Source: an optimization exercise on an open RTL-to-GDS flow (aim: small area and a short achievable clock period). Production flows keep margins and buffers that such runs may drop.
The RTL was checked by simulation tests, not by an equivalence proof against the original design.
Power is estimated from default activity; no workload was simulated.

$ cat flow/config.mk
export PLATFORM = sky130hd
export DESIGN_NAME = tcdm_interconnect
export DESIGN_NICKNAME = tcdm_interconnect
export VERILOG_FILES = /design/flow/design.v
export SDC_FILE = /design/flow/constraint.sdc
export NUM_CORES = 4
export LEC_CHECK = 0
export CAP_MARGIN = 20
export CORE_MARGIN = 2
export CORE_UTILIZATION = 25
export PLACE_DENSITY = 0.3
export SLEW_MARGIN = 20
$ cat flow/constraint.sdc
create_clock -name core_clock -period 9.0 [get_ports {clk_i}]
set_input_delay 1.8000 -clock core_clock [delete_from_list [all_inputs] [get_ports {clk_i}]]
set_output_delay 1.8000 -clock core_clock [all_outputs]
set_load 0.01 [all_outputs]
$ cat flow/design.v
package tcdm_pkg;
  localparam int unsigned DataWidth = 32;
  localparam int unsigned BeWidth   = DataWidth / 8;
  localparam int unsigned AddrWidth = 32;
  localparam int unsigned AtopWidth = 6;
  localparam logic [4:0] AmoFunctAdd  = 5'h00;
  localparam logic [4:0] AmoFunctSwap = 5'h01;
  localparam logic [4:0] AmoFunctXor  = 5'h04;
  localparam logic [4:0] AmoFunctOr   = 5'h08;
  localparam logic [4:0] AmoFunctAnd  = 5'h0C;
  localparam logic [4:0] AmoFunctMin  = 5'h10;
  localparam logic [4:0] AmoFunctMax  = 5'h14;
  localparam logic [4:0] AmoFunctMinu = 5'h18;
  localparam logic [4:0] AmoFunctMaxu = 5'h1C;
  typedef enum logic [3:0] {
    AmoNone = 4'h0,
    AmoSwap = 4'h1,
    AmoAdd  = 4'h2,
    AmoAnd  = 4'h3,
    AmoOr   = 4'h4,
    AmoXor  = 4'h5,
    AmoMax  = 4'h6,
    AmoMaxu = 4'h7,
    AmoMin  = 4'h8,
    AmoMinu = 4'h9
  } amo_op_e;
endpackage
`timescale 1ns/100ps
module tcdm_req_xbar #(
  parameter int unsigned NumCores     = 4,
  parameter int unsigned NumBanks     = 8,
  parameter int unsigned AddrMemWidth = 8
) (
  input  logic                                                   clk_i,
  input  logic                                                   rst_ni,
  input  logic [NumCores-1:0]                                    core_req_i,
  input  logic [NumCores-1:0][tcdm_pkg::AddrWidth-1:0]           core_add_i,
  input  logic [NumCores-1:0]                                    core_we_i,
  input  logic [NumCores-1:0][tcdm_pkg::DataWidth-1:0]           core_wdata_i,
  input  logic [NumCores-1:0][tcdm_pkg::BeWidth-1:0]             core_be_i,
  input  logic [NumCores-1:0][tcdm_pkg::AtopWidth-1:0]           core_atop_i,
  input  logic [NumBanks-1:0]                                    bank_gnt_i,
  output logic [NumCores-1:0]                                    core_gnt_o,
  output logic [NumBanks-1:0]                                    bank_req_o,
  output logic [NumBanks-1:0][AddrMemWidth-1:0]                  bank_row_o,
  output logic [NumBanks-1:0]                                    bank_we_o,
  output logic [NumBanks-1:0][tcdm_pkg::DataWidth-1:0]           bank_wdata_o,
  output logic [NumBanks-1:0][tcdm_pkg::BeWidth-1:0]             bank_be_o,
  output logic [NumBanks-1:0][tcdm_pkg::AtopWidth-1:0]           bank_atop_o,
  output logic [NumBanks-1:0][(NumCores > 1 ? $clog2(NumCores) : 1)-1:0] bank_winner_o
);
  localparam int unsigned BankSelWidth = $clog2(NumBanks);
  localparam int unsigned CoreIdxWidth = (NumCores > 1) ? $clog2(NumCores) : 1;
  logic [NumCores-1:0][BankSelWidth-1:0] core_bank;
  logic [NumCores-1:0][AddrMemWidth-1:0] core_row;
  logic [NumBanks-1:0][NumCores-1:0]     bank_core_gnt;
  for (genvar c = 0; c < NumCores; c++) begin : gen_decode
    assign core_bank[c] = core_add_i[c][2 +: BankSelWidth];
    assign core_row[c]  = core_add_i[c][2 + BankSelWidth +: AddrMemWidth];
  end
  for (genvar b = 0; b < NumBanks; b++) begin : gen_bank
    logic [NumCores-1:0]     hit;
    logic                    found;
    logic [CoreIdxWidth-1:0] winner;
    logic [CoreIdxWidth-1:0] rr_q;
    always_comb begin
      for (int unsigned c = 0; c < NumCores; c++) begin
        hit[c] = core_req_i[c] && (core_bank[c] == BankSelWidth'(b));
      end
    end
    always_comb begin
      int unsigned idx;
      found  = 1'b0;
      winner = rr_q;
      for (int unsigned i = 0; i < NumCores; i++) begin
        idx = rr_q + i;
        if (idx >= NumCores) begin
          idx = idx - NumCores;
        end
        if (!found && hit[idx]) begin
          found  = 1'b1;
          winner = CoreIdxWidth'(idx);
        end
      end
    end
    always_ff @(posedge clk_i or negedge rst_ni) begin
      if (!rst_ni) begin
        rr_q <= '0;
      end else if (found && bank_gnt_i[b]) begin
        if (winner == CoreIdxWidth'(NumCores - 1)) begin
          rr_q <= '0;
        end else begin
          rr_q <= winner + 1'b1;
        end
      end
    end
    assign bank_req_o[b]    = found;
    assign bank_winner_o[b] = winner;
    assign bank_row_o[b]    = core_row[winner];
    assign bank_we_o[b]     = core_we_i[winner];
    assign bank_wdata_o[b]  = core_wdata_i[winner];
    assign bank_be_o[b]     = core_be_i[winner];
    assign bank_atop_o[b]   = core_atop_i[winner];
    assign bank_core_gnt[b] = (found && bank_gnt_i[b]) ? (NumCores'(1) << winner) : '0;
  end
  always_comb begin
    core_gnt_o = '0;
    for (int unsigned b = 0; b < NumBanks; b++) begin
      core_gnt_o = core_gnt_o | bank_core_gnt[b];
    end
  end
endmodule
`timescale 1ns/100ps
module tcdm_amo_shim #(
  parameter int unsigned AddrMemWidth = 8
) (
  input  logic                           clk_i,
  input  logic                           rst_ni,
  input  logic                           req_i,
  input  logic [AddrMemWidth-1:0]        row_i,
  input  logic                           we_i,
  input  logic [tcdm_pkg::DataWidth-1:0] wdata_i,
  input  logic [tcdm_pkg::BeWidth-1:0]   be_i,
  input  logic [tcdm_pkg::AtopWidth-1:0] atop_i,
  output logic                           gnt_o,
  output logic [tcdm_pkg::DataWidth-1:0] rdata_o,
  output logic                           sram_req_o,
  output logic                           sram_we_o,
  output logic [AddrMemWidth-1:0]        sram_add_o,
  output logic [tcdm_pkg::DataWidth-1:0] sram_wdata_o,
  output logic [tcdm_pkg::BeWidth-1:0]   sram_be_o,
  input  logic [tcdm_pkg::DataWidth-1:0] sram_rdata_i
);
  tcdm_pkg::amo_op_e              amo_op;
  logic                           amo_start;
  logic                           busy_q;
  tcdm_pkg::amo_op_e              op_q;
  logic [AddrMemWidth-1:0]        row_q;
  logic [tcdm_pkg::DataWidth-1:0] operand_q;
  logic [tcdm_pkg::DataWidth-1:0] amo_result;
  always_comb begin
    amo_op = tcdm_pkg::AmoNone;
    if (atop_i[5]) begin
      if (atop_i[4:0] == tcdm_pkg::AmoFunctAdd) begin
        amo_op = tcdm_pkg::AmoAdd;
      end else if (atop_i[4:0] == tcdm_pkg::AmoFunctSwap) begin
        amo_op = tcdm_pkg::AmoSwap;
      end else begin
        case (atop_i[4:2])
          tcdm_pkg::AmoFunctXor[4:2]:  amo_op = tcdm_pkg::AmoXor;
          tcdm_pkg::AmoFunctOr[4:2]:   amo_op = tcdm_pkg::AmoOr;
          tcdm_pkg::AmoFunctAnd[4:2]:  amo_op = tcdm_pkg::AmoAnd;
          tcdm_pkg::AmoFunctMin[4:2]:  amo_op = tcdm_pkg::AmoMin;
          tcdm_pkg::AmoFunctMax[4:2]:  amo_op = tcdm_pkg::AmoMax;
          tcdm_pkg::AmoFunctMinu[4:2]: amo_op = tcdm_pkg::AmoMinu;
          tcdm_pkg::AmoFunctMaxu[4:2]: amo_op = tcdm_pkg::AmoMaxu;
          default:                     amo_op = tcdm_pkg::AmoNone;
        endcase
      end
    end
  end
  assign gnt_o     = !busy_q;
  assign amo_start = req_i && !busy_q && (amo_op != tcdm_pkg::AmoNone);
  always_ff @(posedge clk_i or negedge rst_ni) begin
    if (!rst_ni) begin
      busy_q <= 1'b0;
    end else begin
      busy_q <= amo_start;
    end
  end
  always_ff @(posedge clk_i) begin
    if (amo_start) begin
      op_q      <= amo_op;
      row_q     <= row_i;
      operand_q <= wdata_i;
    end
  end
  always_comb begin
    case (op_q)
      tcdm_pkg::AmoSwap: amo_result = operand_q;
      tcdm_pkg::AmoAdd:  amo_result = sram_rdata_i + operand_q;
      tcdm_pkg::AmoAnd:  amo_result = sram_rdata_i & operand_q;
      tcdm_pkg::AmoOr:   amo_result = sram_rdata_i | operand_q;
      tcdm_pkg::AmoXor:  amo_result = sram_rdata_i ^ operand_q;
      tcdm_pkg::AmoMax:
        amo_result = ($signed(sram_rdata_i) > $signed(operand_q)) ? sram_rdata_i : operand_q;
      tcdm_pkg::AmoMaxu: amo_result = (sram_rdata_i > operand_q) ? sram_rdata_i : operand_q;
      tcdm_pkg::AmoMin:
        amo_result = ($signed(sram_rdata_i) < $signed(operand_q)) ? sram_rdata_i : operand_q;
      tcdm_pkg::AmoMinu: amo_result = (sram_rdata_i < operand_q) ? sram_rdata_i : operand_q;
      default:           amo_result = sram_rdata_i;
    endcase
  end
  always_comb begin
    sram_req_o   = 1'b0;
    sram_we_o    = 1'b0;
    sram_add_o   = row_i;
    sram_wdata_o = wdata_i;
    sram_be_o    = be_i;
    if (busy_q) begin
      sram_req_o   = 1'b1;
      sram_we_o    = 1'b1;
      sram_add_o   = row_q;
      sram_wdata_o = amo_result;
      sram_be_o    = '1;
    end else if (req_i) begin
      sram_req_o = 1'b1;
      if (amo_op != tcdm_pkg::AmoNone) begin
        sram_be_o = '1;
      end else begin
        sram_we_o = we_i;
      end
    end
  end
  assign rdata_o = sram_rdata_i;
endmodule
`timescale 1ns/100ps
module tcdm_resp_router #(
  parameter int unsigned NumCores = 4,
  parameter int unsigned NumBanks = 8
) (
  input  logic                                                   clk_i,
  input  logic                                                   rst_ni,
  input  logic [NumBanks-1:0]                                    bank_req_i,
  input  logic [NumBanks-1:0]                                    bank_gnt_i,
  input  logic [NumBanks-1:0][(NumCores > 1 ? $clog2(NumCores) : 1)-1:0] bank_winner_i,
  input  logic [NumBanks-1:0][tcdm_pkg::DataWidth-1:0]           bank_rdata_i,
  output logic [NumCores-1:0]                                    core_r_valid_o,
  output logic [NumCores-1:0][tcdm_pkg::DataWidth-1:0]           core_r_rdata_o
);
  localparam int unsigned CoreIdxWidth = (NumCores > 1) ? $clog2(NumCores) : 1;
  logic [NumBanks-1:0]                   served_q;
  logic [NumBanks-1:0][CoreIdxWidth-1:0] winner_q;
  always_ff @(posedge clk_i or negedge rst_ni) begin
    if (!rst_ni) begin
      served_q <= '0;
    end else begin
      served_q <= bank_req_i & bank_gnt_i;
    end
  end
  always_ff @(posedge clk_i) begin
    winner_q <= bank_winner_i;
  end
  always_comb begin
    core_r_valid_o = '0;
    core_r_rdata_o = '0;
    for (int unsigned b = 0; b < NumBanks; b++) begin
      if (served_q[b]) begin
        core_r_valid_o[winner_q[b]] = 1'b1;
        core_r_rdata_o[winner_q[b]] = bank_rdata_i[b];
      end
    end
  end
endmodule
`timescale 1ns/100ps
module tcdm_interconnect #(
  parameter int unsigned NumCores     = 4,
  parameter int unsigned NumBanks     = 8,
  parameter int unsigned AddrMemWidth = 8
) (
  input  logic                                         clk_i,
  input  logic                                         rst_ni,
  input  logic [NumCores-1:0]                          core_req_i,
  input  logic [NumCores-1:0][tcdm_pkg::AddrWidth-1:0] core_add_i,
  input  logic [NumCores-1:0]                          core_we_i,
  input  logic [NumCores-1:0][tcdm_pkg::DataWidth-1:0] core_wdata_i,
  input  logic [NumCores-1:0][tcdm_pkg::BeWidth-1:0]   core_be_i,
  input  logic [NumCores-1:0][tcdm_pkg::AtopWidth-1:0] core_atop_i,
  output logic [NumCores-1:0]                          core_gnt_o,
  output logic [NumCores-1:0]                          core_r_valid_o,
  output logic [NumCores-1:0][tcdm_pkg::DataWidth-1:0] core_r_rdata_o,
  output logic [NumBanks-1:0]                          sram_req_o,
  output logic [NumBanks-1:0]                          sram_we_o,
  output logic [NumBanks-1:0][AddrMemWidth-1:0]        sram_add_o,
  output logic [NumBanks-1:0][tcdm_pkg::DataWidth-1:0] sram_wdata_o,
  output logic [NumBanks-1:0][tcdm_pkg::BeWidth-1:0]   sram_be_o,
  input  logic [NumBanks-1:0][tcdm_pkg::DataWidth-1:0] sram_rdata_i
);
  localparam int unsigned CoreIdxWidth = (NumCores > 1) ? $clog2(NumCores) : 1;
  logic [NumBanks-1:0]                          bank_req;
  logic [NumBanks-1:0]                          bank_gnt;
  logic [NumBanks-1:0][AddrMemWidth-1:0]        bank_row;
  logic [NumBanks-1:0]                          bank_we;
  logic [NumBanks-1:0][tcdm_pkg::DataWidth-1:0] bank_wdata;
  logic [NumBanks-1:0][tcdm_pkg::BeWidth-1:0]   bank_be;
  logic [NumBanks-1:0][tcdm_pkg::AtopWidth-1:0] bank_atop;
  logic [NumBanks-1:0][CoreIdxWidth-1:0]        bank_winner;
  logic [NumBanks-1:0][tcdm_pkg::DataWidth-1:0] bank_rdata;
  tcdm_req_xbar #(
    .NumCores     ( NumCores     ),
    .NumBanks     ( NumBanks     ),
    .AddrMemWidth ( AddrMemWidth )
  ) i_req_xbar (
    .clk_i         ( clk_i        ),
    .rst_ni        ( rst_ni       ),
    .core_req_i    ( core_req_i   ),
    .core_add_i    ( core_add_i   ),
    .core_we_i     ( core_we_i    ),
    .core_wdata_i  ( core_wdata_i ),
    .core_be_i     ( core_be_i    ),
    .core_atop_i   ( core_atop_i  ),
    .bank_gnt_i    ( bank_gnt     ),
    .core_gnt_o    ( core_gnt_o   ),
    .bank_req_o    ( bank_req     ),
    .bank_row_o    ( bank_row     ),
    .bank_we_o     ( bank_we      ),
    .bank_wdata_o  ( bank_wdata   ),
    .bank_be_o     ( bank_be      ),
    .bank_atop_o   ( bank_atop    ),
    .bank_winner_o ( bank_winner  )
  );
  for (genvar b = 0; b < NumBanks; b++) begin : gen_shim
    tcdm_amo_shim #(
      .AddrMemWidth ( AddrMemWidth )
    ) i_amo_shim (
      .clk_i        ( clk_i           ),
      .rst_ni       ( rst_ni          ),
      .req_i        ( bank_req[b]     ),
      .row_i        ( bank_row[b]     ),
      .we_i         ( bank_we[b]      ),
      .wdata_i      ( bank_wdata[b]   ),
      .be_i         ( bank_be[b]      ),
      .atop_i       ( bank_atop[b]    ),
      .gnt_o        ( bank_gnt[b]     ),
      .rdata_o      ( bank_rdata[b]   ),
      .sram_req_o   ( sram_req_o[b]   ),
      .sram_we_o    ( sram_we_o[b]    ),
      .sram_add_o   ( sram_add_o[b]   ),
      .sram_wdata_o ( sram_wdata_o[b] ),
      .sram_be_o    ( sram_be_o[b]    ),
      .sram_rdata_i ( sram_rdata_i[b] )
    );
  end
  tcdm_resp_router #(
    .NumCores ( NumCores ),
    .NumBanks ( NumBanks )
  ) i_resp_router (
    .clk_i          ( clk_i          ),
    .rst_ni         ( rst_ni         ),
    .bank_req_i     ( bank_req       ),
    .bank_gnt_i     ( bank_gnt       ),
    .bank_winner_i  ( bank_winner    ),
    .bank_rdata_i   ( bank_rdata     ),
    .core_r_valid_o ( core_r_valid_o ),
    .core_r_rdata_o ( core_r_rdata_o )
  );
endmodule
$ cat flow/run.sh
#!/bin/bash
# synth_recipe.tcl (not shown) runs the flow's synth.tcl, then flattens the netlist and writes it again
# the make line also repeats each setting of config.mk as NAME=value (left out here)
make -C /OpenROAD-flow-scripts/flow DESIGN_CONFIG=/design/flow/config.mk WORK_HOME=/design/flow/orfs CLKGATE_MAP_FILE= SYNTH_SCRIPT=/design/flow/synth_recipe.tcl finish
==> run notes <==
report_power, final:
group | switching [mW] | leakage (nW) | internal, mW
Combinational | 24.3 | 34.3 | 14.4
Sequential | 0.962 | 3.75 | 3.46
Clock | 1.39 | 1.23 | 1.86
cells in the final DEF (no fill, tap or decap), drive strengths merged, types with 63 or more instances in the layout:
master / n
nand2: 1224
clkdlybuf4s50: 959
ha: 857
buf: 853
o21ai: 759
nor2: 728
inv: 727
a21oi: 700
a22oi: 377
edfxtp: 352
mux2i: 320
a221oi: 306
a31oi: 184
mux2: 173
a211oi: 169
mux4: 165
nand3: 154
o211ai: 140
xnor2: 116
nor3: 115
a21o: 104
nor2b: 103
o22ai: 100
clkbuf: 100
and2: 90
a222oi: 87
o2111ai: 71
nor4: 70
a22o: 69
nand2b: 66
o21bai: 65
diode: 63
flip-flops by register name (all words and copies together) (netlist names):
| name | cells |
|---|---|
| gen_shim.i_amo_shim.operand_q | 256 |
| gen_shim.i_amo_shim.op_q | 32 |
| i_req_xbar.gen_bank.rr_q | 16 |
| gen_shim.i_amo_shim.busy_q | 8 |
| i_resp_router.winner_q | 16 |
| gen_shim.i_amo_shim.row_q | 64 |
| i_resp_router.served_q | 8 |
metal layers:
metal  track usage, %  share of wire (%)
met5                0              0.059
met4             24.6                7.4
met3             9.92                8.6
met2             56.0                 42
met1             47.2                 41
worst max-delay path, delay by kind of cell:
family / cells / cell delay (ns)
AO/OA/AOI/OAI: 4 / 1.70
XOR/XNOR: 1 / 0.08
adder cells (fa/ha/maj): 1 / 0.40
buffers and inverters: 7 / 2.26
AND/OR/NAND/NOR: 4 / 0.73
cell type report:
class | instances | area [sq um] | area share [%]
clock inverters | 40 | 370 | 0.381
multi-input cells | 8059 | 58600 | 60.3
repair buffers | 1812 | 16400 | 16.9
diodes | 63 | 158 | 0.162
well taps | 3978 | 4980 | 5.12
flip-flops and latches | 400 | 11700 | 12.0
clock buffers | 100 | 2160 | 2.22
inverters | 733 | 2750 | 2.83
cells by family (layout without fill, tap and decap cells):
group           count (synthesis)  count (layout)  share of synthesized area (%)
flops                         400             400                           15.4
mux                           658             658                           11.7
xor+xnor                      146             146                           1.70
other cells                     0              63                              0
fa+ha+maj                     865             865                           14.4
simple gates                 2843            2843                           17.0
buf+inv                      1544            2685                           8.06
compound gates               3547            3547                           31.7
repair_timing:
item,4_1_cts,5_1_grt
gates resized for setup,0,5
hold endpoints to repair,0,0
hold buffers,0,0
endpoints found under the setup margin,0,30
worst max path at each step:
| stage | endpoint | slack (ns) | cells after the start |
|---|---|---|---|
| CTS | sram_wdata_o[252] | 0.09 | 16 |
| global placement | sram_wdata_o[252] | 0.03 | 16 |
| finish | sram_wdata_o[140] | 0.19 | 17 |
| detailed placement | sram_wdata_o[252] | 0.12 | 16 |
| global route | sram_wdata_o[223] | 0.0005 | 14 |
| floorplan | gen_shim[6].i_amo_shim.op_q[0] | 1.07 | 9 |
stage by stage:
step / cells / setup slack, ns
finish: 15200 / 0.192
global route: 15100 / 0.000508
CTS: 15100 / 0.0864
detailed placement: 15000 / 0.118
global placement: 15000 / 0.0336
floorplan: 10000 / 1.07
==> run notes <==
slew margin rel. 9.27%; average cell area after synthesis 7.58 sq um; chip width 555 um; final slew viol count 0; CTS tree done; RR Startpoint i_req_xbar.gen_bank[2].rr_q[0]; fin crit period 8.81 ns; synthesized instance count 10.0k; crit-path max cell delay 0.80 ns; via count 92.2k; Clock Latency Late Sink 0.86 ns; top-count cell post-synth nand2_1; Total Nets Final 12.5k; clk root buf clkbuf_16; fraction of final layout cells sized beyond drive strength 1 13.3%; Core Footprint 302,000 sq um; Cell Area, Synth 75,800 sq um; critical-path maximum fanout 10; Hold Fails Final Rpt 0; Vias/cell 6.07; CTS clk-pin slew, worst paths 0.04 ns; total setup buffers inserted after CTS 0; worst clock skew 0.0513 ns; r2r setup slk 3.15 ns; Top FF cell, synth edfxtp_1; maximum buffer depth of the clock tree 4; post-synthesis sequential area ratio 15.4%; CP Class input pin to output pin; Cell Pwr Density 478 nW/um^2; Fin Hold WS 0.562 ns; antenna violations before repair 109; Final Util 32.1%; Cell variety after synth 109; Leakage 39.3 nW; Peak VDD IR 0.433 mV; TritonRoute pass-1 iters 9; Worst Setup End Kind output pin; Final Wtd Congestion 0.987; Worst Tran Pin Value 1.36 ns; Die Ht 555 um; GRT Residual Overflow 0; largest net degree at the start of global routing 88; most instantiated cells after synthesis nand2_1, ha_1, o21ai_0; number of synthesized register bits 400; Final ANT Viol Nets 0; site row count 202; ranking of synthesized cells by area ha_1, edfxtp_1, nand2_1; DRC 0; hold_sp gen_shim[4].i_amo_shim.busy_q; setup TNS 0 ns; Yosys top cell by area ha_1; placed inst area 94,400 sq um; first-pass GRT wire length 795,000 um; Hold/Removal Path Class flip-flop to flip-flop; final non-filler cell area 97,200 sq um; crit path from sram_rdata_i[131]; share of flip-flops with an asynchronous set or reset 8.00%; Synth Net Count 11.4k; drt total wl 602,000 um; f_max 114 MHz; fill count 32.3k; CTS buffer count 79; die area 308,000 sq um; Post-synth EDFFs 352; Area Growth Syn to Fin 28.2%; Data arrival, critical path 7.01 ns; period utilization 97.9%; crit path max-delay cell type clkdlybuf4s50_1; reg2reg path depth 13; Ys Warns 3; vias in the first global route 86.9k; clock sink count 400; Design Power 46.4 mW; total track usage 37.5%; Initial Util 25.1%; status finished clean; Reg-to-Reg End gen_shim[2].i_amo_shim.operand_q[18]; CP most frequent cell buf_4; post-synth top area share 14.1%; WHS Path Cells 2; max-cap violation count 0; CP required 7.20 ns; Setup-failing EPs final 0; drt wl/cell 39.6 um; RSZ-0062 raised after global routing false; DRT iter0 DRCs 10.8k; post-DP HPWL 476,000 um; H-tree levels 3; Min-Delay Endpoint i_req_xbar.gen_bank[4].rr_q[0]; Cell Chain, Critical Path clkdlybuf4s50_1, inv_1, ha_1, inv_1, a221oi_1, nor2_1, o31a_1, nor4_2, buf_4, xnor2_1, o2111ai_1, or2_2, buf_4, nand2_1, a31oi_1, buf_4, clkdlybuf4s50_1; startpoint types input pin; number of buffers added on ports 981; Ports 1,066

==> afterwards: timing with drivers on the ports <==
How much do the figures lean on ideal ports? The routed layout below was timed once more, with nothing changed but the port constraints.
Step 1 assumes that a clkbuf_16 drives the clock port and a buf_2 every other input.
Step 2, shift: input delay + t, output delay - t, t = (earliest + latest rising clock arrival at the registers) / 2. This alone moves slack from input paths to output paths.
a / b / c = ideal / step 1 / step 2; a / b = the first two.
shift t [ns]: 0.943
setup WS [ns]: 0.192 / 0.046 / 0.046
clock arrival spread, ns: 0.054 / 0.054
worst register clock-pin slew, ns: 0.07 / 0.07
cell pins on the clock port's net: 1
After both steps setup and hold are still met in this run. The setup slack of this run moves by -0.146 ns with the drivers and by -0.146 ns with both steps.
